Source: an optimization exercise on an open RTL-to-GDS flow (aim: small area and a short achievable clock period). Production flows keep margins and buffers that such runs may drop.
The RTL was checked by simulation tests, not by an equivalence proof against the original design.
The clock port is modelled as an ideal driver; clocking choices that lean on that would not hold on a real chip.
Power is estimated from default activity; no workload was simulated.

build 39:
## audio_sample_fifo
module audio_sample_fifo #(
  parameter int DEPTH   = 64,
  parameter int PREFILL = 32,
  localparam int AW     = $clog2(DEPTH)
) (
  input  logic          i_clk36,
  input  logic          i_rst36,
  input  logic          i_flush,
  input  logic          i_wr_valid,
  input  logic [47:0]   i_wr_data,
  output logic          o_wr_ready,
  input  logic          i_rdreq,
  output logic [47:0]   o_lraudio,
  output logic          o_wait,
  output logic [AW:0]   o_level,
  output logic          o_playing
  ,
  input  logic          i_stats_clr,
  output logic [15:0]   o_overflows,
  output logic [15:0]   o_underruns
);
Size in the first run: about 3,200 flip-flops.
export LEC_CHECK = 0
export CAP_MARGIN = 10
export CORE_MARGIN = 2
export CORE_UTILIZATION = 75
export CTS_BUF_LIST = sky130_fd_sc_hd__clkbuf_16
export CTS_CLUSTER_DIAMETER = 80
export CTS_CLUSTER_SIZE = 30
export SETUP_SLACK_MARGIN = 3.1
export SLEW_MARGIN = 10
export SYNTH_HIERARCHICAL = 1
create_clock -name core_clock -period 6.0 [get_ports {i_clk36}]
standard.sh (not shown) runs the stock make flow with config.mk's settings and CLKGATE_MAP_FILE= SYNTH_SCRIPT=/design/flow/synth_recipe.tcl, a recipe that flattens the netlist after the stock synthesis.
==> flow/flow/run.sh <==
#!/bin/bash
# Standard ORFS layout, with three changes to how it is made:
#  - port buffers are plain buffers (buf_4) instead of the resizer's default pick
#    (a slow clkdlybuf4s50 delay cell on this platform);
#  - timing repair may swap a cell for one with another footprint;
#  - after clock tree synthesis, one more setup repair pass (flow/post_cts.tcl).
# Each tool's full output is in the ORFS logs folder (orfs/logs/); make's own
# output goes to flow_make.log here.
set -euo pipefail
bash standard.sh MATCH_CELL_FOOTPRINT=0 \
  "BUFFER_PORTS_ARGS=-buffer_cell sky130_fd_sc_hd__buf_4" \
  "POST_CTS_TCL=$(pwd)/flow/post_cts.tcl" finish > flow_make.log 2>&1
==> flow/flow/post_cts.tcl <==
# Sourced by ORFS's cts.tcl after its own timing repair (POST_CTS hook): one
# more setup repair pass with a tighter target, then legalize again.
estimate_parasitics -placement
repair_timing -setup -setup_margin 3.25 -repair_tns 100 -verbose
detailed_placement
check_placement -verbose
estimate_parasitics -placement
report_worst_slack -max
## Diff of input files: build 65 against build 39
- CORE_UTILIZATION now 65, was 75
- CTS_CLUSTER_DIAMETER now 60, was 80
==> flow/flow/run.sh <==
#!/bin/bash
# Standard ORFS layout, with two changes to how ports are buffered and resized:
#  - port buffers are plain buffers (buf_4) instead of the resizer's default pick
#    (a slow clkdlybuf4s50 delay cell on this platform);
#  - timing repair may swap a cell for one with another footprint, so port
#    buffers and other cells can be resized freely.
# Each tool's full output is in the ORFS logs folder (orfs/logs/); make's own
# output goes to flow_make.log here.
set -euo pipefail
bash standard.sh MATCH_CELL_FOOTPRINT=0 \
  "BUFFER_PORTS_ARGS=-buffer_cell sky130_fd_sc_hd__buf_4" finish > flow_make.log 2>&1
removed: flow/flow/post_cts.tcl
Notes after the runs:
- Having completed the whole flow, build 65 delivered a layout that passed the timing, design-rule and antenna checks.
- Final net count: build 65 vs build 39, no meaningful difference
- Looking at end-of-flow core utilization across build 65 and build 39, the one that comes out higher is build 39.
- Going from build 39 to build 65, first-pass GRT wire length now sits higher; data arrival time at the worst-slack endpoint moved up; maximum vdd ir drop fell 0.0023 mV; maximum number of pins on one net before global-route repair shows a reduction of 26.
- Build 65 leaves less setup margin than build 39.
- The detailed-routed wire length on met2 reported for build 65 is greater than that of build 39 by 5.2%.
- Comparing build 65 and build 39, the higher part of the total power dissipated in combinational logic was measured on build 39.
- Between build 65 and build 39, the height of the die is higher for build 65.
Changes in build 96 relative to build 65:
- swapping 10 for 20 in CAP_MARGIN
- swapping 10 for 20 in SLEW_MARGIN
- swapping 65 for 55 in CORE_UTILIZATION
- o_wr_ready as the destination of the critical timing path was reported by build 96, and head_q[40]$_DFFE_PP0P_ by build 65.
- A source of the critical timing path of i_flush is what build 96 shows, while rp_q[23]$_DFFE_PP0P_ belongs to build 65.
- On build 96: total cell area at the placement stage is 0.61% higher than what build 65 gave.
- Taking build 65 as the reference, in build 96 final cell count picked up an extra about 5.4%, global-route usage decreased by 4.6 points relative to the old numbers.
- Compared with build 65, in build 96 average detailed-routed wire length per instance now sits lower, number of cells on the critical path shrank by 4, post-cts sizing count rose by 12.
- Changes observed in build 96 relative to build 65: first-pass GRT wire length increased by 14 mm relative to the old numbers, clock-buffer cell count increased by about 2.8% relative to the old numbers, minimum hold slack increased by 0.013 ns relative to the old numbers.
- The post-placement worst setup slack of build 96 was inferior to that of build 65.
- The estimated power of build 96 ends up higher than the estimate for build 65.
Inputs modified between build 96 and build 32:
- changing SLEW_MARGIN from 20 to 10
- changing SETUP_SLACK_MARGIN from 3.1 to 3.3
- changing CORE_UTILIZATION from 55 to 75
- changing CAP_MARGIN from 20 to 10
- changing CTS_CLUSTER_DIAMETER from 60 to 80
==> flow/flow/run.sh <==
#!/bin/bash
# Standard ORFS layout, with three changes to how it is made:
#  - port buffers are plain buffers (buf_4) instead of the resizer's default pick
#    (a slow clkdlybuf4s50 delay cell on this platform);
#  - timing repair may swap a cell for one with another footprint;
#  - after clock tree synthesis, one more setup repair pass (flow/post_cts.tcl).
# Each tool's full output is in the ORFS logs folder (orfs/logs/); make's own
# output goes to flow_make.log here.
set -euo pipefail
bash standard.sh MATCH_CELL_FOOTPRINT=0 \
  "BUFFER_PORTS_ARGS=-buffer_cell sky130_fd_sc_hd__buf_4" \
  "POST_CTS_TCL=$(pwd)/flow/post_cts.tcl" finish > flow_make.log 2>&1
==> flow/flow/post_cts.tcl (new file) <==
# Sourced by ORFS's cts.tcl after its own timing repair (POST_CTS hook): one
# more setup repair pass with a tighter target, then legalize again.
estimate_parasitics -placement
repair_timing -setup -setup_margin 3.25 -repair_tns 100 -verbose
detailed_placement
check_placement -verbose
estimate_parasitics -placement
report_worst_slack -max
Pin count of the biggest net entering global routing: build 32 vs build 96 up about 28%
NOTE: switching power of the nets in build 32 falls short of that of build 96
Looking at share of the cycle needed by the critical path after routing across build 96 and build 32, the one that comes out lower is build 32.
| overall power after layout | lower: build 32 |
The run with more routed wire is build 96, not build 32.
Non-clock buffer count (build 32 over build 96): increase, about 9%
Looking at die area across build 96 and build 32, the one that comes out higher is build 96.

==> static timing again, ports no longer ideal <==
No port has a modelled driver above. Below, the same layouts with a new extraction and two added sets of constraints.
Step 1 (the two cells are an assumption about what drives the block):
set clk [get_ports {i_clk36}]
set_driving_cell -lib_cell sky130_fd_sc_hd__clkbuf_16 $clk
set_driving_cell -lib_cell sky130_fd_sc_hd__buf_2 [delete_from_list [all_inputs] $clk]
Step 2 moves the port delays by t, midway between the first and last clock arrival at a register: inputs arrive t later, outputs are due t later. That takes back most of the time a late clock gives input paths.
Three values: no drivers, after step 1, after step 2; two values: the first two.
run	t, ns	setup slack, ns	clock arrival spread, ns
build 39	0.905	3.127 / 3.127 / 2.416	0.033 / 0.033
build 65	0.964	3.064 / 3.047 / 2.448	0.044 / 0.043
build 96	0.966	2.949 / 2.854 / 2.254	0.047 / 0.047
build 32	0.887	3.246 / 3.234 / 2.453	0.027 / 0.027
After both steps setup and hold are still met in every run listed. For build 32, which loses most, drivers alone change the setup slack by -0.012 ns; drivers and shift together by -0.793 ns.
